From an optimization exercise on the open Yosys and OpenROAD flow, aimed at small area; shortcuts taken in it are not production practice.
The RTL was checked by simulation tests, not by an equivalence proof against the original design.
No activity file was given, so power comes from the tool's default toggle rates.

==> 04-10 <==
## fos_tdm_sched
module fos_tdm_sched #(
    parameter int NCH = 4,
    parameter int DW  = 32,
    parameter int CW  = 11,
    localparam int CHW = $clog2(NCH)
) (
    input  logic              clk,
    input  logic              reset,
    input  logic [NCH-1:0]    in_valid,
    input  logic [NCH*DW-1:0] in_data,
    output logic [NCH-1:0]    in_ready,
    output logic              out_valid,
    output logic [DW-1:0]     out_data,
    output logic [CHW-1:0]    out_ch,
    input  logic              out_ready,
    input  logic              cfg_we,
    input  logic              cfg_clr,
    input  logic [CHW-1:0]    cfg_ch,
    input  logic [CW-1:0]     cfg_a1,
    input  logic [CW-1:0]     cfg_b1
);
    logic [CW-1:0]  a1_q    [NCH];
    logic [CW-1:0]  b1_q    [NCH];
    logic [DW-1:0]  xprev_q [NCH];
    logic [DW-1:0]  yprev_q [NCH];
    logic [NCH-1:0] hz_q, cz_q;
    logic [CHW-1:0] rr_q;
    logic           out_valid_q;
    logic [DW-1:0]  out_data_q;
    logic [CHW-1:0] out_ch_q;
    logic           slot_free;
    logic           grant_found;
    logic [CHW-1:0] grant_idx;
    logic [NCH-1:0] gsel;
    logic           accept;
    logic [DW-1:0]  x, xp, yp;
    logic [CW-1:0]  a1, b1;
    logic [DW-1:0]  y;
    assign slot_free = !out_valid_q || out_ready;
    always_comb begin
        case (rr_q)
            2'd0: gsel = in_valid[0] ? 4'b0001 : in_valid[1] ? 4'b0010 :
                         in_valid[2] ? 4'b0100 : in_valid[3] ? 4'b1000 : 4'b0000;
            2'd1: gsel = in_valid[1] ? 4'b0010 : in_valid[2] ? 4'b0100 :
                         in_valid[3] ? 4'b1000 : in_valid[0] ? 4'b0001 : 4'b0000;
            2'd2: gsel = in_valid[2] ? 4'b0100 : in_valid[3] ? 4'b1000 :
                         in_valid[0] ? 4'b0001 : in_valid[1] ? 4'b0010 : 4'b0000;
            default: gsel = in_valid[3] ? 4'b1000 : in_valid[0] ? 4'b0001 :
  ...
export LEC_CHECK = 0
export ABC_AREA = 1
export CAP_MARGIN = 20
export CORE_MARGIN = 2
export CORE_UTILIZATION = 65
export GPL_TIMING_DRIVEN = 1
export SLEW_MARGIN = 20
create_clock -name core_clock -period 11.0 [get_ports {clk}]
standard.sh (not shown) runs the stock make flow with config.mk's settings and CLKGATE_MAP_FILE= SYNTH_SCRIPT=/design/flow/synth_recipe.tcl, a recipe that flattens the netlist after the stock synthesis.
==> flow/flow/run.sh <==
#!/bin/bash
set -euo pipefail
bash standard.sh \
  "BUFFER_PORTS_ARGS=-buffer_cell sky130_fd_sc_hd__buf_1" \
  "CTS_ARGS=-sink_clustering_enable -repair_clock_nets -dont_use_dummy_load -sink_clustering_size 24 -sink_clustering_max_diameter 150 -buf_list {sky130_fd_sc_hd__clkbuf_8 sky130_fd_sc_hd__clkbuf_16}" \
  finish > standard.log 2>&1
==> 11-11 (differences from 04-10) <==
==> flow/flow/run.sh (replaced) <==
#!/bin/bash
set -euo pipefail
KNOBS=(
  "BUFFER_PORTS_ARGS=-buffer_cell sky130_fd_sc_hd__buf_1"
  "CTS_ARGS=-sink_clustering_enable -repair_clock_nets -dont_use_dummy_load -sink_clustering_size 24 -sink_clustering_max_diameter 150 -buf_list {sky130_fd_sc_hd__clkbuf_8 sky130_fd_sc_hd__clkbuf_16}"
)
bash standard.sh "${KNOBS[@]}" synth > standard_synth.log 2>&1

RES=orfs/results/sky130hd/fos_tdm_sched/base
LIB=$FLOW_HOME/platforms/sky130hd/lib/sky130_fd_sc_hd__tt_025C_1v80.lib
YOSYS=$FLOW_HOME/../tools/install/yosys/bin/yosys
[[ -x $YOSYS ]] || YOSYS=yosys
cp $RES/1_2_yosys.v $RES/1_2_yosys_standard.v
cat > resyn.ys <<EOF
read_liberty -ignore_miss_func $LIB
read_verilog $RES/1_2_yosys_standard.v
hierarchy -top $FLOW_TOP
setattr -mod -set blackbox 1 sky130_fd_sc_hd__fa_1 sky130_fd_sc_hd__ha_1 sky130_fd_sc_hd__edfxtp_1 sky130_fd_sc_hd__dfxtp_1 sky130_fd_sc_hd__conb_1
flatten
delete t:\$scopeinfo
opt_clean
abc -liberty $LIB -dont_use *lpflow* -dont_use *probe* -script +strash;dch;amap;topo
opt_clean
hilomap -singleton -hicell sky130_fd_sc_hd__conb_1 HI -locell sky130_fd_sc_hd__conb_1 LO
setundef -zero
splitnets
opt_clean -purge
stat -liberty $LIB
write_verilog -noattr -nohex -nodec $RES/1_2_yosys.v
EOF
$YOSYS -l resyn.log resyn.ys > /dev/null 2>&1
rm -f $RES/1_synth.odb $RES/1_synth.sdc
bash standard.sh "${KNOBS[@]}" finish > standard.log 2>&1
--- a/flow/config.mk
+++ b/flow/config.mk
@@ -10,4 +10,5 @@
 export CORE_MARGIN = 2
 export CORE_UTILIZATION = 65
 export GPL_TIMING_DRIVEN = 1
+export PLACE_DENSITY = 0.9
 export SLEW_MARGIN = 20
==> run summary <==
Status -> timing/DRC/antenna clean
Hold_ws -> 483 ps
Layout area overhead -> 12.9%
Worst r2r src -> rr_q[0]$_SDFFE_PN0P_
Most frequent cells in the layout -> edfxtp_1, nor2_1, a21oi_1, o22ai_1, fa_1
Worst slew pin tran -> 1120 ps
Place WS -> 43.6 ps
Syn nets -> 2863
Clock share of power -> 20.2%
Commonest non-fill, non-tap cell in the layout -> edfxtp_1
Routed len/inst -> 25.9 µm
M1 GR Usage -> 56.6%
Row count -> 73
Initial DRT Pass Iterations -> 9
P_clk -> 694 µW
Final Instance Area -> 0.0295 mm²
# the run above: 11-11

==> run summary <==
P_clk -> 699 µW
Hold_ws -> 467 ps
Most frequent cells in the layout -> nand2_1, inv_1, edfxtp_1, xor2_1, o22ai_1
Final Instance Area -> 0.0307 mm²
Worst r2r src -> rr_q[1]$_SDFFE_PN0P_
M1 GR Usage -> 55.8%
Commonest non-fill, non-tap cell in the layout -> nand2_1
Initial DRT Pass Iterations -> 6
Status -> timing/DRC/antenna clean
Row count -> 77
Routed len/inst -> 26.1 µm
# the run above: 04-10

what the ideal ports hide:
Ports are ideal in the flow. The routed layouts listed here were re-timed in OpenROAD.
Step 1 assumes that a clkbuf_16 drives the clock port and a buf_2 every other input.
Step 2 adds t to the input delays and takes it off the output delays; t is the mean of the earliest and latest rising clock arrival at the registers after step 1. Input paths then give back, and output paths get back, about the clock's delay inside the block.
Three values: ideal, step 1, step 2; two values: the first two.
| run | shift t [ns] | setup WS [ns] | slew at the worst register clock pin (ns) |
|---|---|---|---|
| 04-10 | 0.595 | 1.045 / 1.081 / 0.486 | 0.10 / 0.10 |
| 11-11 | 0.595 | 0.452 / 0.482 / -0.112 | 0.10 / 0.10 |
Met with ideal ports but missed after step 2: setup timing in 11-11. For 11-11, which loses most, drivers alone change the setup slack by +0.030 ns; drivers and shift together by -0.564 ns.
